This design comes from an exercise in tuning for small area, a short achievable clock period and few clock cycles on the open sky130 flow, not from production work. Only simulation tests tie the RTL to the original design; equivalence was not proved. Power and IR drop assume default switching activity.

## design/flow/design.v

```verilog
package rfsc_pkg;
	localparam logic [1:0] OP_TICK  = 2'd0;
	localparam logic [1:0] OP_PLAY  = 2'd1;
	localparam logic [1:0] OP_STOP  = 2'd2;
	localparam logic [1:0] OP_WRITE = 2'd3;
	localparam logic [1:0] EV_ACT        = 2'd0;
	localparam logic [1:0] EV_DEACT      = 2'd1;
	localparam logic [1:0] EV_NONE_FOUND = 2'd2;
endpackage
module round_filtered_step_chaser_core (
	input  logic        clk,
	input  logic        arst_n,
	input  logic        cfg_we,
	input  logic [4:0]  cfg_wdata,
	input  logic        s_tvalid,
	output logic        s_tready,
	input  logic [1:0]  s_tuser,
	input  logic [71:0] s_tdata,
	output logic        m_tvalid,
	input  logic        m_tready,
	output logic [1:0]  m_tuser,
	output logic [23:0] m_tdata,
	output logic        m_tlast
);
	localparam logic [14:0] RN_TOP = 15'h7fff;
	logic [15:0] t_dm  [16];   
	logic [14:0] t_lo  [16];
	logic [14:0] t_hi  [16];
	logic [1:0]  t_fl  [16];
	logic [3:0]  last_q;       
	logic        playing_q;
	logic        srch_q;       
	logic        stale_q;      
	logic        rdy_q;        
	logic        fin_q;        
	logic        dq_q;         
	logic [7:0]  cnt_q;        
	logic [16:0] el_q;
	logic        sat_q;        
	logic [17:0] rem_q;        
	logic        dfl_q;        
	logic [3:0]  cp_q;         
	logic [15:0] ch_q;
	logic [14:0] cr_q;
	logic        inc_q;        
	logic [14:0] clo_q;        
	logic [14:0] chi_q;
	logic        cact_q;
	logic [15:0] cdm_q;
	logic        cdfl_q;
	logic        ov_q;         
	logic [1:0]  ok_q;
	logic [3:0]  os_q;
	logic [14:0] or_q;
	logic        ol_q;
	logic        pv_q;         
	logic [3:0]  ps_q;         
	logic        accept;
	logic        op_tick, op_play, op_stop, op_write;
	assign s_tready = rdy_q && (!ov_q || m_tready);
	assign accept   = s_tvalid && s_tready;
	assign op_tick  = accept && (s_tuser == rfsc_pkg::OP_TICK);
	assign op_play  = accept && (s_tuser == rfsc_pkg::OP_PLAY);
	assign op_stop  = accept && (s_tuser == rfsc_pkg::OP_STOP);
	assign op_write = accept && (s_tuser == rfsc_pkg::OP_WRITE);
	logic [3:0]  w_idx;
	logic [15:0] w_dur, w_min, w_ex, w_max;
	logic [15:0] w_dm;
	logic [14:0] lo_m, hi_m, w_lo, w_hi;
	logic        ex_on, never;
	assign w_idx = s_tdata[3:0];
	assign w_dur = s_tdata[19:4];
	assign w_min = s_tdata[35:20];
	assign w_ex  = s_tdata[51:36];
	assign w_max = s_tdata[67:52];
	assign w_dm  = w_dur - 16'd1;
	assign lo_m  = w_min[15] ? 15'd0 : w_min[14:0];
	assign hi_m  = w_max[15] ? RN_TOP : w_max[14:0];
	assign ex_on = !w_ex[15];
	assign never = (w_max[15] && (w_max != 16'hffff)) || (w_ex[15] && (w_ex != 16'hffff)) ||
		(ex_on && ((w_ex[14:0] < lo_m) || (w_ex[14:0] > hi_m)));
	assign w_lo  = ex_on ? w_ex[14:0] : lo_m;
	assign w_hi  = never ? 15'd0 : (ex_on ? w_ex[14:0] : hi_m);
	always_ff @(posedge clk) begin
		for (int i = 0; i < 16; i++) begin
			if (op_write && (w_idx == 4'(i))) begin
				t_dm[i] <= w_dm;
				t_lo[i] <= w_lo;
				t_hi[i] <= w_hi;
				t_fl[i] <= s_tdata[69:68];
			end
		end
	end
	logic        hit;
	logic        wrap;
	logic [3:0]  np;
	logic [15:0] nh;           
	logic [14:0] nr;
	logic [3:0]  cur;          
	logic [14:0] rn;           
	assign hit  = (cr_q >= clo_q) && (cr_q <= chi_q);
	assign wrap = cp_q == last_q;     
	assign np   = wrap ? 4'd0 : cp_q + 4'd1;
	assign nh   = wrap ? 16'd1 : {ch_q[14:0], 1'b0};
	assign nr   = (wrap && (cr_q != RN_TOP)) ? cr_q + 15'd1 : cr_q;
	assign cur  = (cp_q == 4'd0) ? last_q : cp_q - 4'd1;
	assign rn   = inc_q ? cr_q - 15'd1 : cr_q;
	logic [14:0] n_lo, n_hi;
	logic        n_act;
	logic [15:0] n_dm;
	logic        n_dfl;
	always_comb begin
		n_lo  = '0;
		n_hi  = '0;
		n_act = 1'b0;
		n_dm  = '0;
		n_dfl = 1'b0;
		for (int i = 0; i < 16; i++) begin
			n_lo  = n_lo  | (t_lo[i] & {15{nh[i]}});
			n_hi  = n_hi  | (t_hi[i] & {15{nh[i]}});
			n_act = n_act | (t_fl[i][0] & nh[i]);
			n_dm  = n_dm  | (t_dm[i] & {16{nh[i]}});
			n_dfl = n_dfl | (t_fl[i][1] & nh[i]);
		end
	end
	logic        adv;
	logic        sat;
	logic        try_c;        
	logic        nf;           
	logic        to_first;     
	logic [16:0] el_adv;
	logic [17:0] rem_adv;
	logic [17:0] cdm_x;        
	assign sat      = sat_q;
	assign adv      = rem_q[17];
	logic [17:0] rem_neg;      
	assign rem_neg  = ~rem_q + 18'd1;
	assign el_adv   = sat ? ~rem_q[16:0] : rem_neg[16:0];
	assign cdm_x    = {{2{cdm_q == 16'hffff}}, cdm_q};
	logic [9:0]  ra_lo;
	logic [8:0]  ra_h0, ra_h1;
	assign ra_lo    = {1'b0, cdm_x[8:0]} + {1'b0, rem_q[8:0]} + {9'd0, sat};
	assign ra_h0    = cdm_x[17:9] + rem_q[17:9];
	assign ra_h1    = cdm_x[17:9] + rem_q[17:9] + 9'd1;
	assign rem_adv  = {ra_lo[9] ? ra_h1 : ra_h0, ra_lo[8:0]};
	assign try_c    = (srch_q && !fin_q) || (op_tick && playing_q && adv) || (op_play && !playing_q);
	assign nf       = srch_q && !fin_q && !hit && (cnt_q == 8'h80);
	assign to_first = (op_stop && playing_q) || fin_q;
	logic deact_ev;
	logic [3:0] old;
	assign deact_ev = srch_q ? dq_q : (op_tick && dfl_q);
	assign old      = srch_q ? ps_q : cur;
	always_ff @(posedge clk or negedge arst_n) begin
		if (!arst_n) begin
			last_q    <= 4'd0;
			playing_q <= 1'b0;
			srch_q    <= 1'b0;
			fin_q     <= 1'b0;
			rdy_q     <= 1'b1;
			stale_q   <= 1'b0;
			cp_q      <= 4'd0;
			ch_q      <= 16'd1;
			cr_q      <= 15'd1;
			ov_q      <= 1'b0;
			pv_q      <= 1'b0;
		end else begin
			if (cfg_we) begin
				if (cfg_wdata == 5'd0) last_q <= 4'd0;
				else if (cfg_wdata > 5'd16) last_q <= 4'd15;
				else last_q <= 4'(cfg_wdata - 5'd1);
			end
			if (ov_q && m_tready) begin
				ov_q <= pv_q;
				pv_q <= 1'b0;
			end
			if (op_play && !playing_q) playing_q <= 1'b1;
			if (op_stop && playing_q) begin
				playing_q <= 1'b0;
				if (dfl_q) ov_q <= 1'b1;
			end
			if (try_c) begin
				srch_q <= !hit;
				fin_q  <= nf;
				if (hit) begin
					if (cact_q || deact_ev) ov_q <= 1'b1;
					pv_q <= cact_q && deact_ev;
				end else if (nf) begin
					playing_q <= 1'b0;
				end
			end
			stale_q <= op_write && (w_idx == cur) && playing_q;
			rdy_q   <= !(op_write && (w_idx == cur) && playing_q) &&
				!(try_c ? !hit : (srch_q && !fin_q)) &&
				!(try_c && hit ? (cact_q && deact_ev) : (pv_q && !(ov_q && m_tready)));
			if (fin_q) begin
				ov_q   <= 1'b1;
				srch_q <= 1'b0;
				fin_q  <= 1'b0;
			end
			if (to_first) begin
				cp_q <= 4'd0;
				ch_q <= 16'd1;
				cr_q <= 15'd1;
			end else if (try_c) begin
				cp_q <= np;
				ch_q <= nh;
				cr_q <= nr;
			end
		end
	end
	always_ff @(posedge clk) begin
		if (op_tick && playing_q) begin
			if (adv) begin
				el_q  <= el_adv;
				sat_q <= sat ? (rem_q[16:0] == 17'd0) : (rem_q[16:0] == 17'd1);
				rem_q <= rem_adv;
			end else begin
				el_q  <= el_q + 17'd1;
				sat_q <= 1'b0;         
				rem_q <= ~rem_neg;
			end
		end
		if (op_play && !playing_q) begin
			el_q  <= 17'd0;
			sat_q <= 1'b0;
			rem_q <= cdm_x;
		end
		if (srch_q || stale_q) rem_q <= (stale_q ? rem_q : cdm_x) + ~{1'b0, el_q} + {17'd0, !stale_q};
		if (op_write && (w_idx == cur)) begin
			rem_q <= {2'b00, w_dur};
			dfl_q <= s_tdata[69];
		end
		if (to_first) begin
			clo_q  <= t_lo[0];
			chi_q  <= t_hi[0];
			cact_q <= t_fl[0][0];
			cdm_q  <= t_dm[0];
			cdfl_q <= t_fl[0][1];
		end else if (try_c) begin
			clo_q  <= n_lo;
			chi_q  <= n_hi;
			cact_q <= n_act;
			cdm_q  <= n_dm;
			cdfl_q <= n_dfl;
			inc_q  <= wrap && (cr_q != RN_TOP);
		end else if (op_write && (w_idx == cp_q)) begin
			clo_q  <= w_lo;
			chi_q  <= w_hi;
			cact_q <= s_tdata[68];
			cdm_q  <= w_dm;
			cdfl_q <= s_tdata[69];
		end
		if (ov_q && m_tready) begin
			ok_q <= rfsc_pkg::EV_DEACT;
			os_q <= ps_q;
			ol_q <= 1'b1;
		end
		if (fin_q) begin
			ok_q <= rfsc_pkg::EV_NONE_FOUND;
			os_q <= cur;
			or_q <= rn;
			ol_q <= 1'b1;
		end
		if (op_stop && playing_q) begin
			ok_q <= rfsc_pkg::EV_DEACT;
			os_q <= cur;
			or_q <= rn;
			ol_q <= 1'b1;
		end
		if (try_c) begin
			if (!srch_q) begin
				dq_q   <= op_tick && dfl_q;
				ps_q   <= cur;
				cnt_q  <= 8'h01;
			end else begin
				cnt_q  <= {cnt_q[6:0], cnt_q[7] ^ cnt_q[5] ^ cnt_q[4] ^ cnt_q[3]};
			end
			ok_q <= cact_q ? rfsc_pkg::EV_ACT : rfsc_pkg::EV_DEACT;
			os_q <= cact_q ? cp_q : old;
			or_q <= cr_q;
			ol_q <= !(cact_q && deact_ev);
			dfl_q <= cdfl_q;
		end
	end
	assign m_tvalid = ov_q;
	assign m_tuser  = ok_q;
	assign m_tdata  = {5'd0, or_q, os_q};
	assign m_tlast  = ol_q;
endmodule
```

## design/flow/run.sh

```bash
#!/bin/bash
# synth_recipe.tcl (not shown) runs the flow's synth.tcl, then flattens the netlist and writes it again
# the make line also repeats each setting of config.mk as NAME=value (left out here)
make -C /OpenROAD-flow-scripts/flow DESIGN_CONFIG=/design/flow/config.mk WORK_HOME=/design/flow/orfs CLKGATE_MAP_FILE= SYNTH_SCRIPT=/design/flow/synth_recipe.tcl finish
```

## design/flow/config.mk

```make
export PLATFORM = sky130hd
export DESIGN_NAME = round_filtered_step_chaser_core
export DESIGN_NICKNAME = round_filtered_step_chaser_core
export VERILOG_FILES = /design/flow/design.v
export SDC_FILE = /design/flow/constraint.sdc
export NUM_CORES = 4
export LEC_CHECK = 0
export CAP_MARGIN = 20
export CORE_MARGIN = 2
export CORE_UTILIZATION = 40
export CTS_CLUSTER_DIAMETER = 100
export CTS_CLUSTER_SIZE = 24
export SETUP_SLACK_MARGIN = 2.1
export SLEW_MARGIN = 20
export TNS_END_PERCENT = 5
```

## design/flow/constraint.sdc

```tcl
create_clock -name core_clock -period 5.0 [get_ports {clk}]
set_input_delay 1.0000 -clock core_clock [delete_from_list [all_inputs] [get_ports {clk}]]
set_output_delay 1.0000 -clock core_clock [all_outputs]
set_load 0.01 [all_outputs]
```

==> results of run 1 <==
-- Yosys cell counts, drive strengths merged, types with 15 or more instances --
library cell,n,share of area [%]
a21oi,159,2.0
xor2,48,1.0
a21o,25,0.46
buf,47,0.56
a22o,23,0.49
nand3,71,0.87
dfrtp,42,2.6
nor3,38,0.48
o211ai,18,0.33
a221oi,65,1.4
dfxtp,20,0.98
a31oi,32,0.49
a22oi,176,3.2
o21a,15,0.28
nand2b,26,0.40
a211oi,19,0.35
nor2,181,1.7
nor2b,15,0.23
and2,42,0.64
o21ai,150,1.8
clkbuf,150,1.4
xnor2,60,1.3
nand4,77,1.2
mux2,19,0.52
edfxtp,869,64
ha,102,3.1
inv,95,0.87
a222oi,67,1.6
nand2,174,1.6
o22ai,15,0.23
mux2i,27,0.66
nor4,20,0.34
-- cells in the final DEF, fill, tap and decap left out, types with 48 or more instances in the layout --
master	instances
edfxtp_1	869
a22oi_1	175
nand2_1	169
nor2_1	167
buf_4	154
a21oi_1	153
o21ai_0	140
ha_1	99
inv_1	93
clkdlybuf4s50_1	92
nand4_1	77
nand3_1	68
a222oi_1	67
a221oi_1	58
xnor2_1	52
clkbuf_16	50
xor2_1	48
-- final cells by class --
class / count / area, µm² / area share, %
Tap cell: 1368 / 1710 / 3.64
Antenna cell: 1 / 2.50 / 0.00532
Clock inverter: 10 / 121 / 0.258
Clock buffer: 78 / 1310 / 2.79
Sequential cell: 934 / 27600 / 58.8
Timing Repair Buffer: 309 / 3140 / 6.68
Inverter: 96 / 369 / 0.785
Multi-Input combinational cell: 1806 / 12700 / 27.1
-- sequential cells by signal, indices dropped and copies added (netlist names), 16 cells and up --
register	cells
t_hi	240
el_q	17
t_dm	256
t_fl	32
t_lo	240
cdm_q	16
rem_q	18
-- routing by layer --
layer	up-vias	global-route usage [%]
met4	2	5.79
met3	185	3.32
met2	1534	38.7
met1	14189	34.7
met5	-	0
li1	12207	-
-- cell families (layout without fill, tap and decap cells) --
group | after synthesis | after routing | share of synthesized area (%)
and+or+nand+nor | 705 | 710 | 8.47
muxes | 46 | 46 | 1.19
adders and majority gates | 108 | 108 | 3.39
DFF | 934 | 934 | 67.6
AOI/OAI and AO/OA | 829 | 829 | 14.1
buffers and inverters | 293 | 493 | 2.83
xor gates and xnor gates | 108 | 108 | 2.33
other | 1 | 6 | 0.00918
-- what timing repair did --
| item | in CTS | in global routing |
|---|---|---|
| hold buffers | 0 | 0 |
| setup buffers | 21 | 52 |
| pin swaps | 12 | 32 |
| endpoints found under the setup margin | 608 | 819 |
| gates resized for setup | 92 | 80 |
| cloned | 4 | 5 |
-- how the worst max path moves through the flow --
stage | to | cells after the start | startpoint
2_1_floorplan | cact_q | 4 | s_tdata[2]
3_3_place_gp | t_hi[15][5] | 11 | s_tdata[67]
3_5_place_dp | t_hi[13][1] | 9 | s_tdata[67]
4_1_cts | t_dm[5][8] | 7 | s_tvalid
5_1_grt | rem_q[10] | 11 | sat_q
6_report | t_lo[13][14] | 7 | s_tvalid
-- per-stage QoR --
stage	total power, W	hold WS (ns)
detailed placement	0.0214	0.502
finish	0.0269	0.483
floorplan	0.0175	0.455
global route	0.0283	0.528
CTS	0.0260	0.494
global placement	0.0213	0.473
-- critical path: stages --
cell and delay, ns:
clkdlybuf4s50_1 0.46, nand2_1 0.10, nor2_2 0.19, and3_1 0.25, nand3b_1 0.35, nor2_4 0.72
buf_12 0.30
-- power by group --
| group | leakage (nW) | total [W] | internal, W | switching, W |
|---|---|---|---|---|
| logic | 6.56 | 0.0119 | 0.00494 | 0.00697 |
| registers | 8.71 | 0.0106 | 0.00962 | 0.000994 |
| clock network | 0.684 | 0.00439 | 0.00186 | 0.00253 |
| total | 15.9 | 0.0269 | 0.0164 | 0.0105 |
==> results.tsv, run 1 <==
metric	value	unit
Final #Nets	3385	
maxcap violations	0	
status	complete, no violations	
pre-CTS WS	0.636	ns
WL final	131	mm
clock skew	0.0313	ns
Synth cell types	86	
Max Transition Viols Final	0	
endpoint class of the critical path	register	
wire per inst	28.5	µm
post-route cell area	0.0470	mm²
wire length on met3	13.9	mm
EDFF count, synth	869	
hpwl dp	74.9	mm
Synth warnings	5	
vias after detailed routing	28117	
total grt overflow	0	
Worst Tran Pin Value	0.960	ns
1st-iter DRT viols	4046	
post-layout min period	3.09	ns
Top Ports	113	
top_reg_cell synth	edfxtp_1	
Initial Util	40.2	%
post-layout util	46.3	%
largest net degree at the start of global routing	60	
syn_area_per_cell	13.5	µm²
RSZ-0062 raised after global routing	true	
vias in the first global route	25988	
placed insts	4431	
Slew headroom	34.2	%
die height	324	µm
CORE AREA	0.102	mm²
Worst EP required	5.33	ns
worst r2r src	stale_q	
Num CTS Buffers	47	
post-route non-filler standard cell count	4602	
PnR worst setup slack	1.91	ns
Max Used Layer	met5	
area post-placement	0.0443	mm²
setup slack, reg-to-reg	1.96	ns
Core Rows	117	
startpoint types	primary input	
HP Class	in -> async	
Synth Register Bits	934	
area delta synth->final	15.2	%
critical path arrival	3.41	ns
IO Port Bufs	105	
CTS tree	done	
maximum VDD drop	326	µV
Leak	15.9	nW
worst skew pair latency	0.65	ns
Syn Inst Count	3024	
metal1 wirelength	53.4	mm
critical path peak fanout	20	
first-pass GRT wire length	184	mm
Final period util	61.7	%
worst-case clock buffer depth	3	
PD cells	572	mW/mm²
Final Wtd Congestion	0.858	
aggregate global-route resource usage	24.1	%
sum of negative setup slack	0	ns
DR vias/cell	6.11	
die area	0.105	mm²
Reg clk slew, reported paths	0.09	ns
share of layout cells above drive strength 1	13.1	%
worst reg2reg path depth	10	
1st-pass router iterations	6	
Post-DRT Antenna Nets	0	
Fin. Hold Viols	0	
sequential area share after synthesis	67.6	%
Residual DRC	0	
root buf cell	clkbuf_16	
Final setup viols	0	
Fmax	0.324	GHz
RR Endpoint	rem_q[15]	
mapped cell area	0.0408	mm²
met2 WL	60.8	mm
Async SR Flop Fraction	4.82	%
crit path kind	in -> reg	
Die X	324	µm
number of fillers in the final layout	9015	
Sinks on Clock Net	934	
htree depth	2	
initial antenna violation count	4	
Testbench counts, summed over its fixed seeds: cycles 11,059.
==> run 2, diff against run 1 <==
--- a/design/flow/config.mk
+++ b/design/flow/config.mk
@@ -10,6 +10,6 @@
 export CORE_UTILIZATION = 40
 export CTS_CLUSTER_DIAMETER = 100
 export CTS_CLUSTER_SIZE = 24
-export SETUP_SLACK_MARGIN = 2.1
+export SETUP_SLACK_MARGIN = 2.4
 export SLEW_MARGIN = 20
 export TNS_END_PERCENT = 5
==> results.tsv, run 2 <==
metric	value	unit
WP buf/inv	2	
setup slack, reg-to-reg	2.01	ns
sum of negative setup slack	0	ns
most common cell after layout, fill and taps aside	edfxtp_1	
Final Wtd Congestion	0.858	
htree depth	2	
EDFF count, synth	869	
Num CTS Buffers	47	
Final setup viols	0	
Pint	0.0172	W
1st-pass router iterations	7	
crit path kind	reg -> reg	
wire per inst	28.7	µm
Tot Pwr	0.0282	W
DR vias/cell	6.12	
die height	324	µm
area delta synth->final	20.5	%
status	complete, no violations	
critical path arrival	3.37	ns
RR Endpoint	rem_q[15]	
aggregate global-route resource usage	24.8	%
hpwl dp	74.9	mm
Synth warnings	5	
Core Rows	117	
first-pass GRT wire length	189	mm
Top Ports	113	
Final period util	59.7	%
Async SR Flop Fraction	4.82	%
PD cells	573	mW/mm²
worst r2r src	stale_q	
CTS tree	done	
Reg power frac	37.6	%
# hold bufs at CTS	0	
Largest regs	t_dm (256), t_hi (240), t_lo (240)	
Initial Util	40.2	%
Slew headroom	30.8	%
critical path peak fanout	11	
Syn Inst Count	3024	
Reg clk slew, reported paths	0.09	ns
1st-iter DRT viols	4114	
max reg flops	256	
most frequent cells in the layout	edfxtp_1 (869), buf_4 (264), a22oi_1 (173), nand2_1 (165), nor2_1 (152)	
Sinks on Clock Net	934	
sequential area share after synthesis	67.6	%
Worst EP required	5.39	ns
vias in the first global route	26605	
Worst path top cell family by delay	compound AO/OA/AOI/OAI gates	
Fmax	0.335	GHz
leading post-synthesis cells by cell area	edfxtp_1 (64%), a22oi_1 (3.2%), ha_1 (3.1%)	
largest net degree at the start of global routing	60	
startpoint types	register	
leading cell types by count after synthesis	edfxtp_1 (869), nor2_1 (181), a22oi_1 (176)	
Leak	17.0	nW
clock skew	0.0239	ns
maxcap violations	0	
share of layout cells above drive strength 1	21.0	%
post-layout min period	2.99	ns
most frequent cell after synthesis	edfxtp_1	
CP cell instances	buf_8 > buf_12 > mux2_2 > ha_1 > a21bo_2 > o21bai_1 > a31oi_2 > o31ai_2 > xnor2_1 > o22a_1 > o21ai_0	
syn_area_per_cell	13.5	µm²
endpoint class of the critical path	register	
CORE AREA	0.102	mm²
Max Transition Viols Final	0	
Worst Tran Pin Value	1.01	ns
Fin. Hold Viols	0	
die area	0.105	mm²
vias after detailed routing	29056	
worst skew pair latency	0.65	ns
worst reg2reg path depth	11	
root buf cell	clkbuf_16	
top cell type's share of synthesized area	63.9	%
WL final	136	mm
total grt overflow	0	
Comb pwr share	46.9	%
CP max-delay cell	dfrtp_4	
Residual DRC	0	
Most flops, register	t_dm	
P_sw	0.0110	W
RSZ-0062 raised after global routing	true	
mapped cell area	0.0408	mm²
HP Class	in -> async	
worst-case clock buffer depth	3	
Final #Nets	3531	
share of power burned in the clock network	15.6	%
hold_ws	0.496	ns
IO Port Bufs	105	
maximum VDD drop	338	µV
Synth Register Bits	934	
initial antenna violation count	0	
crit-path max cell delay	0.51	ns
Die X	324	µm
cell taking the most area after synthesis	edfxtp_1	
Synth cell types	86	
top_reg_cell synth	edfxtp_1	
Sw Share	39.0	%
Post-DRT Antenna Nets	0	
Diodes inserted	0	
[run 2: changes by cell type in the layout (fill, tap and decap cells not counted), sizes merged, moves of 4 or more]
cell / delta
clkbuf: +27
buf: +147
dlymetal6s2s: +10
dlygate4sd2: +4
clkdlybuf4s50: -42
[run 2: how the worst max path moves through the flow]
| stage | start | cells past startpoint | slack [ns] | end |
|---|---|---|---|---|
| floorplan | s_tdata[2] | 4 | 0.84 | cact_q |
| global placement | s_tdata[67] | 11 | 0.64 | t_hi[15][5] |
| detailed placement | s_tdata[67] | 9 | 0.64 | t_hi[13][1] |
| CTS | stale_q | 11 | 2.05 | rem_q[10] |
| global route | stale_q | 12 | 1.90 | rem_q[12] |
| finish | stale_q | 11 | 2.01 | rem_q[15] |
[run 2: final cells by class]
cell class / count / area [µm²]
Clock buffer: 78 / 1310
Clock inverter: 10 / 121
Fill cell: 8806 / 52400
Inverter: 96 / 369
Multi-Input combinational cell: 1805 / 13500
Sequential cell: 934 / 27700
Tap cell: 1368 / 1710
Timing Repair Buffer: 456 / 4570
[run 2: power groups by stage]
stage                     Combinational (W)  Sequential, W  Clock, W
after detailed placement             0.0106         0.0108         0
after global placement               0.0105         0.0108         0
final                                0.0132         0.0106   0.00439
after floorplan                     0.00732         0.0102         0
after CTS                            0.0115         0.0106   0.00442
after global routing                 0.0142         0.0107   0.00472
[run 2: metrics by stage]
step	util (%)	std cells	instance area [µm²]	setup slack [ns]
after floorplan	-	3028	40900	0.837
after global routing	48.5	4747	49200	1.90
after detailed placement	43.6	4431	44300	0.636
final	48.5	4747	49200	2.01
after global placement	43.6	4431	44300	0.644
after CTS	46.4	4622	47200	2.05
[run 2: layer usage]
layer  GRT usage, %  up-vias  part of all wire, %
met5              0        -                    0
met4           6.48        0                  3.0
met1           35.5    14612                   41
met2           39.7     1705                   46
li1               -    12503                    -
met3           3.72      236                   11
[run 2: what timing repair did]
item / 4_1_cts / 5_1_grt
setup buffers: 95 / 116
endpoints found under the hold margin: 0 / 0
gates cloned: 8 / 9
pin swaps: 88 / 96
setup endpoints to repair: 1326 / 1346
gates resized for setup: 208 / 286
[run 2: kinds of logic after synthesis]
logic type / share of synthesized area [%]
compound gates: 14.1
xor+xnor: 2.33
fa+ha+maj: 3.39
buf+inv: 2.83
flops: 67.6
mux: 1.19
other cells: 0.00918
simple gates: 8.47
[run 2: worst register-to-register path, stage by stage, from the launching register on]
cell      delay [ns]
dfrtp_4         0.51
buf_8           0.16
buf_12          0.15
mux2_2          0.35
ha_1            0.32
a21bo_2         0.25
o21bai_1        0.17
a31oi_2         0.14
o31ai_2         0.28
xnor2_1         0.16
o22a_1          0.16
o21ai_0         0.08
==> run 3, diff against run 2 <==
--- a/design/flow/config.mk
+++ b/design/flow/config.mk
@@ -10,6 +10,5 @@
 export CORE_UTILIZATION = 40
 export CTS_CLUSTER_DIAMETER = 100
 export CTS_CLUSTER_SIZE = 24
-export SETUP_SLACK_MARGIN = 2.4
+export SETUP_SLACK_MARGIN = 2.3
 export SLEW_MARGIN = 20
-export TNS_END_PERCENT = 5
==> results.tsv, run 3 <==
metric	value	unit
Worst Tran Pin Value	1.06	ns
IO Port Bufs	105	
1st-iter DRT viols	4296	
worst skew pair latency	0.65	ns
top_reg_cell synth	edfxtp_1	
Fmax	0.332	GHz
most frequent cell after synthesis	edfxtp_1	
PnR worst setup slack	1.98	ns
HP Class	in -> async	
cell taking the most area after synthesis	edfxtp_1	
initial antenna violation count	3	
Fin. Hold Viols	0	
die area	0.105	mm²
Synth cell types	86	
max reg flops	256	
maximum VDD drop	305	µV
first-pass GRT wire length	189	mm
leading cell types by count after synthesis	edfxtp_1 (869), nor2_1 (181), a22oi_1 (176)	
CTS tree	done	
pre-CTS WS	0.634	ns
Worst EP required	5.40	ns
top cell type's share of synthesized area	63.9	%
worst r2r src	stale_q	
Final #Nets	3482	
Reg clk slew, reported paths	0.10	ns
mapped cell area	0.0408	mm²
crit path kind	reg -> reg	
PD cells	575	mW/mm²
most common cell after layout, fill and taps aside	edfxtp_1	
total grt overflow	0	
Post-DRT Antenna Nets	0	
htree depth	2	
post-layout min period	3.02	ns
hpwl dp	76.5	mm
Syn Inst Count	3024	
share of layout cells above drive strength 1	19.1	%
Core Rows	117	
area post-placement	0.0442	mm²
Sinks on Clock Net	934	
post-layout util	48.0	%
Final period util	60.3	%
Initial Util	40.2	%
Slew headroom	27.1	%
leading post-synthesis cells by cell area	edfxtp_1 (64%), a22oi_1 (3.2%), ha_1 (3.1%)	
Final Wtd Congestion	0.852	
clock skew	0.0362	ns
largest net degree at the start of global routing	60	
WL final	135	mm
startpoint types	register	
Final setup viols	0	
wire per inst	28.7	µm
Leak	16.8	nW
Die X	324	µm
sequential area share after synthesis	67.6	%
Most flops, register	t_dm	
maxcap violations	0	
RSZ-0062 raised after global routing	true	
critical path arrival	3.42	ns
worst-case clock buffer depth	3	
root buf cell	clkbuf_16	
status	complete, no violations	
syn_area_per_cell	13.5	µm²
area delta synth->final	19.3	%
crit path from	stale_q	
placed insts	4433	
critical path peak fanout	5	
Synth Register Bits	934	
Synth warnings	5	
Async SR Flop Fraction	4.82	%
vias in the first global route	26430	
1st-pass router iterations	8	
DR vias/cell	6.11	
Max Transition Viols Final	0	
Residual DRC	0	
post-route non-filler standard cell count	4700	
Largest regs	t_dm (256), t_hi (240), t_lo (240)	
most frequent cells in the layout	edfxtp_1 (869), buf_4 (212), nand2_1 (169), a22oi_1 (169), nor2_1 (157)	
die height	324	µm
EDFF count, synth	869	
Num CTS Buffers	47	
CORE AREA	0.102	mm²
Top Ports	113	
sum of negative setup slack	0	ns
vias after detailed routing	28734	
aggregate global-route resource usage	24.9	%
endpoint class of the critical path	register	
post-route cell area	0.0487	mm²
number of fillers in the final layout	8843	
==> run 3: repair_timing <==
item,in CTS,in global routing
setup buffers,84,75
resized for setup,284,201
pin swaps,81,98
hold buffers,0,0
endpoints found under the setup margin,1146,608
gates cloned,9,9
hold endpoints to repair,0,0
==> run 3: final timing paths <==
| kind | end | slack, ns | cells after the start |
|---|---|---|---|
| max in group asynchronous | ch_q[7] | 3.80 | 2 |
| min | cr_q[12] | 0.37 | 1 |
| max | rem_q[13] | 1.98 | 12 |
| min in group core_clock | el_q[14] | 0.52 | 2 |
| min reg2reg | el_q[14] | 0.52 | 2 |
| max reg2reg | rem_q[13] | 1.98 | 12 |
==> run 3: worst max-delay path: stages, from the launching register on <==
cell and delay (ns):
dfrtp_2 0.43, buf_12 0.12, buf_8 0.10, mux2_2 0.36
ha_4 0.24, a211o_1 0.30, nor3b_4 0.21, nand3_2 0.12
a2111oi_2 0.31, nor2_1 0.10, xnor2_1 0.22, o21ai_1 0.10
o22a_1 0.16
==> run 3: metal layers <==
| layer | vias to the layer above | global-route usage (%) | share of wire, % |
|---|---|---|---|
| li1 | 12413 | - | - |
| met1 | 14472 | 35.4 | 40 |
| met2 | 1628 | 39.5 | 46 |
| met3 | 217 | 4.36 | 11 |
| met4 | 4 | 6.41 | 2.8 |
| met5 | - | 0 | 0.020 |
==> run 3: report_power, final <==
part	switching, W	internal (W)
sequential	0.000966	0.00962
combinational	0.00744	0.00555
clock	0.00253	0.00191
==> run 3: layout make-up <==
type | count | area, µm² | area share, %
inverters | 96 | 372 | 0.763
clock buffers | 78 | 1310 | 2.70
repair buffers | 405 | 4180 | 8.57
well taps | 1368 | 1710 | 3.51
clock inverters | 10 | 145 | 0.298
diodes | 2 | 5.00 | 0.0103
flip-flops and latches | 934 | 27600 | 56.7
multi-input cells | 1807 | 13400 | 27.4
==> run 3: per-stage QoR <==
stage               total power [W]  hold slack [ns]
finish                       0.0280            0.367
floorplan                    0.0175            0.455
global placement             0.0213            0.478
CTS                          0.0268            0.362
global route                 0.0293            0.392
detailed placement           0.0214            0.503
==> run 3: kinds of logic (layout without fill, tap and decap cells) <==
group | Yosys count | in the layout | share of synthesized area, %
AO/OA/AOI/OAI | 829 | 829 | 14.1
XOR/XNOR | 108 | 108 | 2.33
adder cells (fa/ha/maj) | 108 | 108 | 3.39
buffers and inverters | 293 | 589 | 2.83
flip-flops | 934 | 934 | 67.6
multiplexers | 46 | 46 | 1.19
other | 1 | 7 | 0.00918
AND/OR/NAND/NOR | 705 | 711 | 8.47
==> run 4, diff against run 3 <==
--- a/design/flow/config.mk
+++ b/design/flow/config.mk
@@ -10,5 +10,5 @@
 export CORE_UTILIZATION = 40
 export CTS_CLUSTER_DIAMETER = 100
 export CTS_CLUSTER_SIZE = 24
-export SETUP_SLACK_MARGIN = 2.3
+export SETUP_SLACK_MARGIN = 2.1
 export SLEW_MARGIN = 20
==> results.tsv, run 4 <==
metric	value	unit
share of power burned in the clock network	16.4	%
Comb pwr share	44.5	%
critical path peak fanout	5	
crit path kind	reg -> reg	
Sinks on Clock Net	934	
worst skew pair latency	0.66	ns
critical path arrival	3.41	ns
most frequent cell after synthesis	edfxtp_1	
first-pass GRT wire length	186	mm
Max Transition Viols Final	0	
Initial Util	40.2	%
top cell type's share of synthesized area	63.9	%
Die X	324	µm
Final Wtd Congestion	0.852	
leading post-synthesis cells by cell area	edfxtp_1 (64%), a22oi_1 (3.2%), ha_1 (3.1%)	
FF/Latch Area	0.0276	mm²
Reg power frac	39.1	%
endpoint class of the critical path	register	
Diodes inserted	0	
Final #Nets	3398	
Worst EP required	5.40	ns
Tot Pwr	0.0270	W
post-route cell area	0.0473	mm²
CORE AREA	0.102	mm²
area of the multi-input gates	0.0130	mm²
1st-pass router iterations	8	
RR Endpoint	rem_q[13]	
top_reg_cell synth	edfxtp_1	
Fin. Hold Viols	0	
startpoint types	register	
number of fillers in the final layout	8973	
most frequent cells in the layout	edfxtp_1 (869), a22oi_1 (174), nand2_1 (169), nor2_1 (163), buf_4 (157)	
Most flops, register	t_dm	
1st-iter DRT viols	4150	
CTS tree	done	
initial antenna violation count	3	
Async SR Flop Fraction	4.82	%
EDFF count, synth	869	
sequential area share after synthesis	67.6	%
maxcap violations	0	
htree depth	2	
post-layout min period	3.01	ns
PD cells	572	mW/mm²
cell taking the most area after synthesis	edfxtp_1	
Pint	0.0165	W
Reg clk slew, reported paths	0.10	ns
clock skew	0.0311	ns
leading cell types by count after synthesis	edfxtp_1 (869), nor2_1 (181), a22oi_1 (176)	
vias in the first global route	26194	
Synth warnings	5	
status	complete, no violations	
area delta synth->final	15.9	%
sum of negative setup slack	0	ns
grt met2 use	39.0	%
Worst Tran Pin Value	0.996	ns
maximum VDD drop	292	µV
syn_area_per_cell	13.5	µm²
Synth Register Bits	934	
worst reg2reg path depth	12	
Syn Inst Count	3024	
HP Class	in -> async	
Top Ports	113	
worst r2r src	stale_q	
worst-case clock buffer depth	3	
hpwl dp	76.5	mm
Largest regs	t_dm (256), t_hi (240), t_lo (240)	
die height	324	µm
met1 Use GR	35.0	%
Synth cell types	86	
root buf cell	clkbuf_16	
IO Port Bufs	105	
Num CTS Buffers	47	
RSZ-0062 raised after global routing	true	
vias after detailed routing	28027	
Post-DRT Antenna Nets	0	
met3 usage in global routing	4.01	%
Sw Share	39.0	%
Most Crowded Layer GR	met2	
total grt overflow	0	
Fmax	0.332	GHz
DR vias/cell	6.07	
die area	0.105	mm²
WL final	131	mm
wire per inst	28.4	µm
setup slack, reg-to-reg	1.99	ns
area post-placement	0.0442	mm²
P_sw	0.0105	W
Residual DRC	0	
Core Rows	117	
Final period util	60.3	%
Leak	16.2	nW
Slew headroom	31.7	%
share of layout cells above drive strength 1	14.5	%
most common cell after layout, fill and taps aside	edfxtp_1	
aggregate global-route resource usage	24.4	%
Final setup viols	0	
mapped cell area	0.0408	mm²
max reg flops	256	
largest net degree at the start of global routing	60	
# hold bufs at CTS	0	
==> run 4: repair_timing <==
item / CTS / global route
resized for setup: 159 / 117
pin swaps: 34 / 51
buffers inserted: 58 / 18
cloned: 8 / 9
endpoints found under the setup margin: 554 / 525
==> run 4: through the flow <==
stage / util (%) / hold slack (ns) / instances / setup WS, ns
finish: 46.6 / 0.367 / 4614 / 1.99
global route: 46.6 / 0.394 / 4614 / 1.87
CTS: 46.0 / 0.362 / 4587 / 1.95
detailed placement: 43.5 / 0.503 / 4433 / 0.634
global placement: 43.5 / 0.478 / 4433 / 0.653
floorplan: - / 0.455 / 3028 / 0.837
==> run 4: logic make-up (layout without fill, tap and decap cells) <==
family          after synthesis  in the layout  synth area share [%]
compound gates              829            829                  14.1
xor+xnor                    108            108                  2.33
fa+ha+maj                   108            108                  3.39
buf+inv                     293            499                  2.83
flops                       934            934                  67.6
mux                          46             46                  1.19
other cells                   1              5               0.00918
simple gates                705            717                  8.47
==> run 4: final cells by class <==
cell class / count / share of cell area, %
flip-flops and latches: 934 / 58.4
multi-input cells: 1813 / 27.5
repair buffers: 315 / 6.63
well taps: 1368 / 3.62
clock buffers: 78 / 2.78
inverters: 96 / 0.788
clock inverters: 10 / 0.307
==> run 4: how the worst max path moves through the flow <==
stage / startpoint / endpoint / slack, ns / cells after the start
detailed placement: s_tdata[67] / t_hi[14][1] / 0.63 / 11
global route: stale_q / rem_q[13] / 1.87 / 12
finish: stale_q / rem_q[13] / 1.99 / 12
floorplan: s_tdata[2] / cact_q / 0.84 / 4
global placement: s_tdata[67] / t_hi[10][14] / 0.65 / 11
CTS: cp_q[0] / cdm_q[8] / 1.95 / 10
==> run 4: power groups by stage <==
stage	Sequential [W]	Combinational (W)	Clock [W]
2_1_floorplan	0.0102	0.00732	0
3_3_place_gp	0.0108	0.0105	0
3_5_place_dp	0.0108	0.0106	0
4_1_cts	0.0105	0.0114	0.00447
5_1_grt	0.0106	0.0130	0.00472
6_report	0.0106	0.0120	0.00444
==> run 4: per-layer routing <==
| layer | wire length, µm | up-vias |
|---|---|---|
| met1 | 53200 | 14150 |
| li1 | - | 12223 |
| met3 | 14300 | 174 |
| met2 | 60200 | 1478 |
| met5 | 8 | - |
| met4 | 3230 | 2 |
==> run 4: worst max-delay path, cell delays in order (launching register included) <==
cell,delay [ns]
dfrtp_2,0.45
buf_6,0.13
buf_8,0.12
mux2_4,0.31
ha_4,0.22
a211o_1,0.28
nor3b_2,0.24
nand3_2,0.14
a2111oi_4,0.30
nor2_1,0.10
xnor2_1,0.22
o21ai_1,0.10
o22a_1,0.16
==> run 5, diff against run 4 <==
--- a/design/flow/config.mk
+++ b/design/flow/config.mk
@@ -5,10 +5,11 @@
 export SDC_FILE = /design/flow/constraint.sdc
 export NUM_CORES = 4
 export LEC_CHECK = 0
+export ABC_AREA = 1
 export CAP_MARGIN = 20
 export CORE_MARGIN = 2
 export CORE_UTILIZATION = 40
 export CTS_CLUSTER_DIAMETER = 100
 export CTS_CLUSTER_SIZE = 24
-export SETUP_SLACK_MARGIN = 2.1
+export SETUP_SLACK_MARGIN = 1.8
 export SLEW_MARGIN = 20
==> results.tsv, run 5 <==
metric	value	unit
status	complete, no violations	
Final #Nets	4257	
vias after detailed routing	30514	
worst skew pair latency	0.66	ns
maxcap violations	0	
total grt overflow	0	
wire length on met3	11.4	mm
Core Rows	119	
Synth cell types	65	
Slew headroom	31.0	%
Fin. Hold Viols	0	
critical path peak fanout	16	
vias in the first global route	28862	
Largest regs	t_dm (256), t_hi (240), t_lo (240)	
sequential area share after synthesis	64.7	%
Most flops, register	t_dm	
HP Class	in -> async	
mapped cell area	0.0427	mm²
1st-iter DRT viols	3773	
max reg flops	256	
most frequent cells in the layout	nand2_1 (926), edfxtp_1 (869), inv_1 (356), nand3_1 (278), nor2_1 (219)	
most common cell after layout, fill and taps aside	nand2_1	
WL final	131	mm
startpoint types	primary input	
IO Port Bufs	105	
Leak	18.0	nW
metal1 wirelength	54.0	mm
endpoint class of the critical path	register	
clock skew	0.0508	ns
Final period util	61.8	%
syn_area_per_cell	10.9	µm²
aggregate global-route resource usage	23.8	%
top_reg_cell synth	edfxtp_1	
largest net degree at the start of global routing	62	
wire per inst	23.9	µm
EDFF count, synth	869	
met2 WL	61.7	mm
Compound-Gate Fraction of Synth Area	8.34	%
Syn Inst Count	3912	
post-synthesis adder-cell area fraction	3.22	%
die area	0.109	mm²
1st-pass router iterations	6	
Sinks on Clock Net	934	
Residual DRC	0	
die height	331	µm
post-route cell area	0.0483	mm²
top cell type's share of synthesized area	61.1	%
CTS tree	done	
# hold bufs at CTS	0	
Async SR Flop Fraction	4.82	%
Worst EP required	5.50	ns
Max Used Layer	met5	
Final setup viols	0	
most frequent cell after synthesis	nand2_1	
Top Ports	113	
hpwl dp	80.3	mm
Tot Pwr	0.0249	W
Num CTS Buffers	48	
Synth warnings	5	
PD cells	517	mW/mm²
Final Wtd Congestion	0.883	
share of layout cells above drive strength 1	8.09	%
initial antenna violation count	2	
maximum VDD drop	309	µV
area post-placement	0.0461	mm²
Max Transition Viols Final	0	
Synth Area in XOR/XNOR	1.68	%
Synth Register Bits	934	
Synth Area in Simple Gates	16.8	%
CORE AREA	0.106	mm²
first-pass GRT wire length	190	mm
Post-DRT Antenna Nets	0	
crit path kind	in -> reg	
hold_ws	0.459	ns
critical path arrival	3.59	ns
htree depth	2	
root buf cell	clkbuf_16	
Reg clk slew, reported paths	0.10	ns
worst-case clock buffer depth	3	
RSZ-0062 raised after global routing	true	
Initial Util	40.5	%
cell taking the most area after synthesis	edfxtp_1	
sum of negative setup slack	0	ns
Die X	331	µm
post-layout min period	3.09	ns
area delta synth->final	13.1	%
leading cell types by count after synthesis	nand2_1 (933), edfxtp_1 (869), inv_1 (359)	
Fmax	0.324	GHz
DR vias/cell	5.56	
leading post-synthesis cells by cell area	edfxtp_1 (61%), nand2_1 (8.2%), nand3_1 (3.3%)	
Worst Tran Pin Value	1.04	ns
largest family of logic cells by synthesized area	simple AND/OR/NAND/NOR gates	
proportion of synthesized area in mux cells	0	%
## run 5: cell count changes after synthesis, moves of 30 or more
cell	change
buf_2	+30
a211oi_1	+43
a221oi_1	-43
nand3_1	+209
inv_1	+264
a22oi_1	-175
nand2_1	+760
a222oi_1	-67
o21ai_0	+32
xnor2_1	-48
clkbuf_1	-84
and2_1	-34
nor2_1	+63
## run 5: stage by stage
step | utilization [%] | instances | worst slack [ns]
after CTS | 45.6 | 5474 | 1.81
final | 45.7 | 5485 | 1.91
after global placement | 43.7 | 5371 | 0.381
after floorplan | - | 3916 | 1.40
after detailed placement | 43.7 | 5372 | 0.376
after global routing | 45.7 | 5485 | 1.79
## run 5: kinds of logic (layout without fill, tap and decap cells)
family / Yosys count / count (layout)
and+or+nand+nor: 1678 / 1681
buffers and inverters: 536 / 710
other: 1 / 6
adders and majority gates: 107 / 107
AOI/OAI and AO/OA: 574 / 574
DFF: 934 / 934
xor gates and xnor gates: 82 / 82
## run 5: worst max-delay path, cell delays in order
cell,delay [ns]
clkdlybuf4s50_1,0.50
clkinvlp_4,0.14
buf_4,0.17
buf_4,0.12
buf_4,0.12
nand2_1,0.08
ha_1,0.15
a21oi_1,0.06
o21ai_0,0.18
o21ai_1,0.13
nand2_1,0.07
nand2_1,0.08
nand2_4,0.15
nand2_8,0.16
nor3_4,0.28
buf_12,0.17
## run 5: report_power, final
part / internal, W / leakage (nW) / switching (W)
registers: 0.00955 / 8.75 / 0.000633
clock network: 0.00189 / 0.699 / 0.00257
logic: 0.00339 / 8.55 / 0.00691
## run 5: what timing repair did
action	CTS	global route
gates cloned	2	2
pin swaps	19	6
setup buffers	23	8
endpoints found under the setup margin	384	316
resized for setup	42	31
## run 5: final cells by class
type	count	area, µm²
antenna	1	2.50
clock buffer	64	1260
clock inverter	13	184
fill	9663	57300
inverter	381	1500
multi-input combinational	2449	13400
sequential	934	27600
tap	1391	1740
timing repair buffer	251	2550
timing repair inverter	1	5.00
## run 5: routing by layer
| metal | track usage (%) | vias up |
|---|---|---|
| met5 | 0 | - |
| met4 | 7.41 | 2 |
| met3 | 3.59 | 225 |
| met2 | 39.2 | 1348 |
| met1 | 32.4 | 14907 |
| li1 | - | 14032 |
## run 5: worst paths after layout
check	start	endpoint	slack, ns	cells past startpoint
setup / recovery	s_tdata[35]	t_hi[6][3]	1.91	16
hold / removal	arst_n	cr_q[1]	0.46	2
setup reg to reg	cp_q[0]	cdm_q[5]	1.93	13
hold reg to reg	dfl_q	ov_q	0.53	2
max in group asynchronous	arst_n	stale_q	3.98	2
min in group core_clock	dfl_q	ov_q	0.53	2
==> run 6, diff against run 5 <==
--- a/design/flow/config.mk
+++ b/design/flow/config.mk
@@ -11,5 +11,5 @@
 export CORE_UTILIZATION = 40
 export CTS_CLUSTER_DIAMETER = 100
 export CTS_CLUSTER_SIZE = 24
-export SETUP_SLACK_MARGIN = 1.8
+export SETUP_SLACK_MARGIN = 2.4
 export SLEW_MARGIN = 20
==> results.tsv, run 6 <==
metric	value	unit
Async SR Flop Fraction	4.82	%
vias after detailed routing	32989	
worst skew pair latency	0.67	ns
Residual DRC	0	
die area	0.109	mm²
crit path from	stale_q	
Top Ports	113	
WL final	153	mm
Synth Register Bits	934	
CP max-delay cell	dfrtp_4	
htree depth	2	
Initial Util	40.5	%
most frequent cell after synthesis	nand2_1	
CTS tree	done	
leading post-synthesis cells by cell area	edfxtp_1 (61%), nand2_1 (8.2%), nand3_1 (3.3%)	
Reg clk slew, reported paths	0.10	ns
total grt overflow	0	
first-pass GRT wire length	203	mm
worst reg2reg path depth	16	
clock skew	0.0617	ns
Worst Tran Pin Value	0.850	ns
leading cell types by count after synthesis	nand2_1 (933), edfxtp_1 (869), inv_1 (359)	
area delta synth->final	26.2	%
CORE AREA	0.106	mm²
Final #Nets	4532	
Fin. Hold Viols	0	
Post-DRT Antenna Nets	0	
Num CTS Buffers	48	
1st-pass router iterations	5	
Most Crowded Layer GR	met2	
aggregate global-route resource usage	25.6	%
Sinks on Clock Net	934	
Most flops, register	t_dm	
root buf cell	clkbuf_16	
cell taking the most area after synthesis	edfxtp_1	
most common cell after layout, fill and taps aside	edfxtp_1	
Synth Area in XOR/XNOR	1.68	%
grt met2 use	41.8	%
most frequent cells in the layout	edfxtp_1 (869), nand2_1 (862), inv_1 (346), nand3_1 (240), buf_4 (216)	
met3 usage in global routing	4.44	%
PnR worst setup slack	2.14	ns
critical path arrival	3.43	ns
Core Rows	119	
Final Wtd Congestion	0.910	
sequential area share after synthesis	64.7	%
Critical Path Sink	rem_q[16]	
Largest regs	t_dm (256), t_hi (240), t_lo (240)	
RSZ-0062 raised after global routing	true	
critical path peak fanout	5	
worst r2r src	stale_q	
largest net degree at the start of global routing	56	
Syn Inst Count	3912	
Final setup viols	0	
post-layout util	51.0	%
Slew headroom	42.9	%
CP cell instances	buf_6 > fa_2 > fa_2 > nand3b_1 > nand2_2 > buf_4 > nand3_2 > nand3_4 > buf_6 > nand2_1 > o21bai_1 > a21oi_1 > o21ai_0 > nand3_1 > nand2_1 > inv_1	
Synth cell types	65	
startpoint types	register	
status	complete, no violations	
hpwl dp	80.0	mm
share of layout cells above drive strength 1	20.6	%
DR vias/cell	5.72	
setup slack, reg-to-reg	2.14	ns
largest family of logic cells by synthesized area	simple AND/OR/NAND/NOR gates	
Synth warnings	5	
initial antenna violation count	6	
PD cells	540	mW/mm²
Final period util	57.2	%
Leak	20.6	nW
met1 Use GR	34.7	%
maxcap violations	0	
top cell type's share of synthesized area	61.1	%
pre-CTS WS	0.476	ns
syn_area_per_cell	10.9	µm²
1st-iter DRT viols	4230	
HP Class	in -> async	
mapped cell area	0.0427	mm²
crit-path max cell delay	0.52	ns
sum of negative setup slack	0	ns
Fmax	0.350	GHz
vias in the first global route	29978	
RR Endpoint	rem_q[16]	
Die X	331	µm
top_reg_cell synth	edfxtp_1	
Synth Area in Simple Gates	16.8	%
wire per inst	26.5	µm
Worst EP required	5.57	ns
IO Port Bufs	105	
maximum VDD drop	302	µV
crit path kind	reg -> reg	
endpoint class of the critical path	register	
die height	331	µm
post-synthesis adder-cell area fraction	3.22	%
max reg flops	256	
Compound-Gate Fraction of Synth Area	8.34	%
post-layout min period	2.86	ns
Max Transition Viols Final	0	
hold_ws	0.430	ns
proportion of synthesized area in mux cells	0	%
EDFF count, synth	869	
worst-case clock buffer depth	3	
## run 6: cell counts after synthesis
Identical to the previous run, type by type.
## run 6: metrics by stage
stage	power, W	instances	area (µm²)
floorplan	0.0167	3916	43100
global placement	0.0202	5370	46200
detailed placement	0.0203	5371	46200
CTS	0.0263	5627	50600
global route	0.0303	5765	53900
finish	0.0291	5766	53900
## run 6: worst min path at each step
stage	to	startpoint	slack, ns
6_report	cr_q[7]	arst_n	0.43
5_1_grt	cr_q[6]	arst_n	0.49
3_3_place_gp	ov_q	pv_q	0.50
3_5_place_dp	cnt_q[1]	cnt_q[0]	0.51
4_1_cts	ov_q	arst_n	0.47
2_1_floorplan	srch_q	fin_q	0.44
## run 6: cell families after synthesis
logic type,after synthesis
compound gates,574
other cells,1
simple gates,1678
fa+ha+maj,107
flops,934
xor+xnor,82
buf+inv,536
## run 6: report_power, final
part | leakage [nW] | switching, W | internal (W) | total [W]
sequential | 8.74 | 0.000629 | 0.00955 | 0.0102
combinational | 11.1 | 0.00882 | 0.00557 | 0.0144
clock | 0.689 | 0.00263 | 0.00186 | 0.00449
total | 20.6 | 0.0121 | 0.0170 | 0.0291
## run 6: repair_timing
item	CTS	global route
gates cloned	19	32
endpoints found under the setup margin	1262	950
hold buffers	0	0
setup buffers	155	105
resized for setup	391	379
pin swaps	102	182
## run 6: metal layers
metal | part of all wire, % | routed length, µm
met5 | 0.018 | 27
met4 | 4.3 | 6500
met3 | 10 | 15500
met2 | 47 | 71300
met1 | 39 | 59300
## run 6: area by class of cell
| cell class | count | area [µm²] |
|---|---|---|
| Tap cell | 1391 | 1740 |
| Timing Repair inverter | 7 | 77.6 |
| Clock buffer | 73 | 1290 |
| Sequential cell | 934 | 27600 |
| Antenna cell | 2 | 5.00 |
| Clock inverter | 9 | 150 |
| Multi-Input combinational cell | 2449 | 15000 |
| Fill cell | 9011 | 51700 |
| Timing Repair Buffer | 520 | 6280 |
| Inverter | 381 | 1640 |
## run 6: worst max-delay path, delay by kind of cell (launching register included)
| kind | cells | cell delay [ns] |
|---|---|---|
| buf+inv | 4 | 0.41 |
| compound gates | 3 | 0.37 |
| flops | 1 | 0.52 |
| fa+ha+maj | 2 | 0.77 |
| simple gates | 7 | 0.67 |
==> run 7, diff against run 6 <==
--- a/design/flow/config.mk
+++ b/design/flow/config.mk
@@ -11,5 +11,5 @@
 export CORE_UTILIZATION = 40
 export CTS_CLUSTER_DIAMETER = 100
 export CTS_CLUSTER_SIZE = 24
-export SETUP_SLACK_MARGIN = 2.4
+export SETUP_SLACK_MARGIN = 2.3
 export SLEW_MARGIN = 20
==> results.tsv, run 7 <==
metric	value	unit
Compound-Gate Fraction of Synth Area	8.34	%
area delta synth->final	19.8	%
WL final	142	mm
1st-pass router iterations	6	
Initial Util	40.5	%
startpoint types	register	
Async SR Flop Fraction	4.82	%
CORE AREA	0.106	mm²
Residual DRC	0	
most frequent cells in the layout	nand2_1 (903), edfxtp_1 (869), inv_1 (348), nand3_1 (266), nor2_1 (210)	
1st-iter DRT viols	3703	
most frequent cell after synthesis	nand2_1	
largest family of logic cells by synthesized area	simple AND/OR/NAND/NOR gates	
Die X	331	µm
Fin. Hold Viols	0	
maximum VDD drop	302	µV
Top Ports	113	
worst skew pair latency	0.67	ns
total grt overflow	0	
Final #Nets	4408	
Synth Area in Simple Gates	16.8	%
Leak	19.4	nW
vias after detailed routing	31598	
htree depth	2	
Final setup viols	0	
crit path kind	reg -> reg	
top cell type's share of synthesized area	61.1	%
CTS tree	done	
Max Transition Viols Final	0	
Final Wtd Congestion	0.910	
Synth Area in XOR/XNOR	1.68	%
Slew headroom	48.2	%
post-layout min period	2.85	ns
sequential area share after synthesis	64.7	%
root buf cell	clkbuf_16	
hpwl dp	80.0	mm
Fmax	0.351	GHz
endpoint class of the critical path	register	
top_reg_cell synth	edfxtp_1	
worst-case clock buffer depth	3	
Core Rows	119	
die area	0.109	mm²
Reg clk slew, reported paths	0.10	ns
status	complete, no violations	
Synth Register Bits	934	
CP max-delay cell	dfrtp_4	
Synth warnings	5	
first-pass GRT wire length	197	mm
aggregate global-route resource usage	24.7	%
most used cell, CP	nand2_1	
critical path arrival	3.29	ns
proportion of synthesized area in mux cells	0	%
Worst EP required	5.44	ns
die height	331	µm
EDFF count, synth	869	
initial antenna violation count	6	
critical path peak fanout	14	
share of layout cells above drive strength 1	14.5	%
Post-DRT Antenna Nets	0	
wire per inst	25.2	µm
Sinks on Clock Net	934	
largest net degree at the start of global routing	56	
crit-path max cell delay	0.52	ns
RSZ-0062 raised after global routing	true	
Num CTS Buffers	48	
IO Port Bufs	105	
post-synthesis adder-cell area fraction	3.22	%
mapped cell area	0.0427	mm²
Largest regs	t_dm (256), t_hi (240), t_lo (240)	
vias in the first global route	29282	
DR vias/cell	5.60	
HP Class	in -> async	
leading post-synthesis cells by cell area	edfxtp_1 (61%), nand2_1 (8.2%), nand3_1 (3.3%)	
hold_ws	0.429	ns
Synth cell types	65	
sum of negative setup slack	0	ns
maxcap violations	0	
most common cell after layout, fill and taps aside	nand2_1	
PD cells	527	mW/mm²
CP cell instances	buf_6 > buf_4 > nand2_1 > o21ai_1 > ha_1 > nand2_1 > o21ai_0 > nand2_1 > nand3_4 > a31oi_2 > and2_1 > o21ai_2 > nand3_2 > nand2_1 > inv_1	
Worst Tran Pin Value	0.771	ns
leading cell types by count after synthesis	nand2_1 (933), edfxtp_1 (869), inv_1 (359)	
Final period util	57.0	%
Most flops, register	t_dm	
max reg flops	256	
cell taking the most area after synthesis	edfxtp_1	
Syn Inst Count	3912	
clock skew	0.0586	ns
syn_area_per_cell	10.9	µm²
-- run 7: cell types whose count changed in the layout (fill, tap and decap cells not counted), moves of 23 or more --
cell,previous run,this run
buf_6,72,31
nand2_1,862,903
buf_4,216,178
nand2_2,47,20
nand3_1,240,266
a211oi_1,27,50
a211oi_2,35,12
nand3_2,36,13
-- run 7: kinds of logic (layout without fill, tap and decap cells) --
logic type / after synthesis / in the layout
compound gates: 574 / 574
xor+xnor: 82 / 82
fa+ha+maj: 107 / 107
buf+inv: 536 / 866
flops: 934 / 934
other cells: 1 / 7
simple gates: 1678 / 1681
-- run 7: through the flow --
| step | total power (W) | setup slack [ns] | instance area (µm²) | util, % | instances |
|---|---|---|---|---|---|
| 2_1_floorplan | 0.0167 | 1.40 | 43100 | - | 3916 |
| 4_1_cts | 0.0255 | 2.13 | 49400 | 46.8 | 5552 |
| 5_1_grt | 0.0283 | 1.97 | 51200 | 48.5 | 5641 |
| 6_report | 0.0270 | 2.15 | 51200 | 48.5 | 5642 |
| 3_5_place_dp | 0.0203 | 0.476 | 46200 | 43.8 | 5371 |
| 3_3_place_gp | 0.0202 | 0.539 | 46200 | 43.7 | 5370 |
-- run 7: routing by layer --
metal	wire (µm)	track usage [%]
met3	13800	3.86
met5	40	0
met2	66600	40.6
met4	4960	6.90
met1	57000	34.2
-- run 7: path summary, 6_finish.rpt --
kind	from	endpoint	slack [ns]	cells past startpoint
min in group core_clock	pv_q	ov_q	0.50	2
setup reg to reg	stale_q	rem_q[14]	2.15	15
hold reg to reg	pv_q	ov_q	0.50	2
setup / recovery	stale_q	rem_q[14]	2.15	15
max in group asynchronous	arst_n	cp_q[2]	3.99	2
hold / removal	arst_n	cr_q[4]	0.43	2
-- run 7: where the power goes --
group | total, W | switching [W] | internal [W]
Sequential | 0.0102 | 0.000614 | 0.00955
Combinational | 0.0123 | 0.00783 | 0.00450
Clock | 0.00448 | 0.00262 | 0.00186
Total | 0.0270 | 0.0111 | 0.0159
-- run 7: repair_timing --
| action | in CTS | in global routing |
|---|---|---|
| buffers inserted | 89 | 72 |
| endpoints found under the setup margin | 984 | 408 |
| gates cloned | 10 | 16 |
| hold buffers | 0 | 0 |
| gates resized for setup | 249 | 177 |
| pin swaps | 65 | 67 |
-- run 7: area by class of cell --
type                       instances  area [µm²]
clock inverter                     9         150
clock buffer                      73        1290
multi-input combinational       2449       14200
sequential                       934       27600
inverter                         381        1580
fill                            9349       54400
tap                             1391        1740
timing repair buffer             399        4550
antenna                            2        5.00
timing repair inverter             4        32.5
-- run 7: worst max-delay path, delay by kind of cell (launching register included) --
family	cells	cell delay [ns]
fa+ha+maj	1	0.37
simple gates	7	0.77
buf+inv	3	0.35
flops	1	0.52
compound gates	4	0.57
==> run 8, diff against run 7 <==
--- a/design/flow/config.mk
+++ b/design/flow/config.mk
@@ -11,5 +11,5 @@
 export CORE_UTILIZATION = 40
 export CTS_CLUSTER_DIAMETER = 100
 export CTS_CLUSTER_SIZE = 24
-export SETUP_SLACK_MARGIN = 2.3
+export SETUP_SLACK_MARGIN = 2.1
 export SLEW_MARGIN = 20
==> results.tsv, run 8 <==
metric	value	unit
status	complete, no violations	
first-pass GRT wire length	191	mm
Critical Path Sink	cdfl_q	
Post-DRT Antenna Nets	0	
worst-case clock buffer depth	3	
maxcap violations	0	
most frequent cells in the layout	nand2_1 (919), edfxtp_1 (869), inv_1 (352), nand3_1 (276), nor2_1 (215)	
aggregate global-route resource usage	23.8	%
Worst Tran Pin Value	0.833	ns
Residual DRC	0	
Synth cell types	65	
leading cell types by count after synthesis	nand2_1 (933), edfxtp_1 (869), inv_1 (359)	
Final Wtd Congestion	0.927	
Sinks on Clock Net	934	
Compound-Gate Fraction of Synth Area	8.34	%
worst reg2reg path depth	13	
CP cell instances	xor2_1 > nor2_4 > buf_12 > nand2_4 > nand2_2 > clkinv_4 > buf_8 > nand2_1 > nand4_1 > nor3_1 > nand3_1 > nand2_1 > o211ai_1	
Final #Nets	4280	
crit path kind	reg -> reg	
area of the multi-input gates	0.0137	mm²
Initial Util	40.5	%
Async SR Flop Fraction	4.82	%
Core Rows	119	
Leak	18.3	nW
Synth Area in XOR/XNOR	1.68	%
Max Transition Viols Final	0	
clock skew	0.0415	ns
share of layout cells above drive strength 1	9.74	%
mapped cell area	0.0427	mm²
Die X	331	µm
hpwl dp	79.5	mm
RR Endpoint	cdfl_q	
CP max-delay cell	dfrtp_2	
top cell type's share of synthesized area	61.1	%
most used cell, CP	nand2_1	
startpoint types	register	
maximum VDD drop	299	µV
IO Port Bufs	105	
crit path from	cp_q[2]	
critical path arrival	3.24	ns
top_reg_cell synth	edfxtp_1	
sequential area share after synthesis	64.7	%
worst r2r src	cp_q[2]	
1st-pass router iterations	7	
vias in the first global route	28893	
post-synthesis adder-cell area fraction	3.22	%
cell taking the most area after synthesis	edfxtp_1	
Synth Register Bits	934	
Fin. Hold Viols	0	
instance count on the critical path	13	
die area	0.109	mm²
Worst EP required	5.37	ns
post-layout min period	2.88	ns
Final setup viols	0	
largest net degree at the start of global routing	55	
max reg flops	256	
# hold bufs at CTS	0	
largest family of logic cells by synthesized area	simple AND/OR/NAND/NOR gates	
HP Class	in -> async	
WP buf/inv	3	
sum of negative setup slack	0	ns
Syn Inst Count	3912	
CTS tree	done	
most common cell after layout, fill and taps aside	nand2_1	
Synth warnings	5	
WL final	132	mm
proportion of synthesized area in mux cells	0	%
htree depth	2	
Top Ports	113	
syn_area_per_cell	10.9	µm²
total grt overflow	0	
critical path peak fanout	32	
hold_ws	0.472	ns
Synth Area in Simple Gates	16.8	%
setup slack, reg-to-reg	2.12	ns
number of fillers in the final layout	9561	
vias after detailed routing	30659	
crit-path max cell delay	0.47	ns
Num CTS Buffers	46	
FF/Latch Area	0.0276	mm²
endpoint class of the critical path	register	
leading post-synthesis cells by cell area	edfxtp_1 (61%), nand2_1 (8.2%), nand3_1 (3.3%)	
die height	331	µm
most frequent cell after synthesis	nand2_1	
initial antenna violation count	3	
PD cells	515	mW/mm²
Worst path top cell family by delay	simple AND/OR/NAND/NOR gates	
CORE AREA	0.106	mm²
area delta synth->final	14.5	%
Most flops, register	t_dm	
1st-iter DRT viols	3885	
worst skew pair latency	0.65	ns
Slew headroom	44.3	%
EDFF count, synth	869	
Reg clk slew, reported paths	0.11	ns
Fmax	0.348	GHz
RSZ-0062 raised after global routing	true	
Final period util	57.5	%
DR vias/cell	5.57	
root buf cell	clkbuf_16	
wire per inst	24.0	µm
Largest regs	t_dm (256), t_hi (240), t_lo (240)	
run 8: repair_timing:
action | in CTS | in global routing
cloned | 3 | 2
buffers inserted | 39 | 24
gates resized for setup | 101 | 80
setup endpoints to repair | 655 | 534
pin swaps | 30 | 30
run 8: cell type report:
type	instances	area share (%)
multi-input cells	2450	28.0
diodes	1	0.00512
well taps	1391	3.56
repair inverters	1	0.0102
repair buffers	275	6.00
clock buffers	68	2.57
clock inverters	7	0.243
flip-flops and latches	934	56.5
inverters	381	3.11
run 8: cells by family after synthesis:
logic type	after synthesis
and+or+nand+nor	1678
adders and majority gates	107
AOI/OAI and AO/OA	574
buffers and inverters	536
other	1
DFF	934
xor gates and xnor gates	82
run 8: per-layer routing:
metal | vias to the layer above | part of all wire [%] | track usage [%]
met5 | - | 0.0053 | 0
met2 | 1345 | 47 | 39.3
li1 | 14092 | - | -
met4 | 2 | 2.6 | 6.17
met1 | 15031 | 42 | 33.3
met3 | 189 | 8.4 | 2.76
run 8: stage by stage:
step | instance area (µm²) | std cells | util [%] | total power, W | setup slack [ns]
6_report | 48900 | 5508 | 46.3 | 0.0252 | 2.12
5_1_grt | 48900 | 5508 | 46.3 | 0.0266 | 2.03
4_1_cts | 48400 | 5481 | 45.8 | 0.0248 | 2.09
3_5_place_dp | 46100 | 5364 | 43.7 | 0.0202 | 0.700
3_3_place_gp | 46100 | 5363 | 43.7 | 0.0201 | 0.703
2_1_floorplan | 43100 | 3916 | - | 0.0167 | 1.40
run 8: worst min path at each step:
stage	from	endpoint	depth (start not counted)	slack, ns
after floorplan	fin_q	srch_q	1	0.44
after CTS	arst_n	ch_q[14]	2	0.47
final	arst_n	ch_q[14]	2	0.47
after global routing	arst_n	ch_q[14]	2	0.51
after detailed placement	cdfl_q	dfl_q	2	0.50
after global placement	cdfl_q	dfl_q	2	0.50
run 8: report_power, final:
part	switching (W)	internal, W
Clock	0.00250	0.00184
Sequential	0.000687	0.00955
Combinational	0.00699	0.00363

[static timing again, ports no longer ideal]
The flow's constraints put no driver on any port. The routed layouts listed below were extracted and timed again, unchanged, in two steps. Step 1 (the two cells are an assumption about what drives the block):
set clk [get_ports {clk}]
set_driving_cell -lib_cell sky130_fd_sc_hd__clkbuf_16 $clk
set_driving_cell -lib_cell sky130_fd_sc_hd__buf_2 [delete_from_list [all_inputs] $clk]
Step 2 adds t to the input delays and takes it off the output delays; t is the mean of the earliest and latest rising clock arrival at the registers after step 1. Input paths then give back, and output paths get back, about the clock's delay inside the block. Three values: no drivers, after step 1, after step 2; two values: the first two.
run	t (ns)	setup slack, ns	hold slack, ns
run 1	0.701	1.914 / 1.925 / 1.255	0.483 / 0.436 / 0.515
run 2	0.701	2.014 / 2.014 / 1.573	0.496 / 0.451 / 0.517
run 3	0.703	1.984 / 1.984 / 1.643	0.367 / 0.323 / 0.521
run 4	0.702	1.986 / 1.986 / 1.441	0.367 / 0.326 / 0.520
run 5	0.711	1.909 / 1.928 / 1.243	0.459 / 0.410 / 0.530
run 6	0.711	2.142 / 2.142 / 1.489	0.430 / 0.385 / 0.511
run 7	0.711	2.150 / 2.150 / 1.569	0.429 / 0.384 / 0.503
run 8	0.706	2.123 / 2.123 / 1.508	0.472 / 0.423 / 0.524
After both steps every run listed still meets setup and hold. For run 5, which loses most, drivers alone change the setup slack by +0.019 ns; drivers and shift together by -0.666 ns.
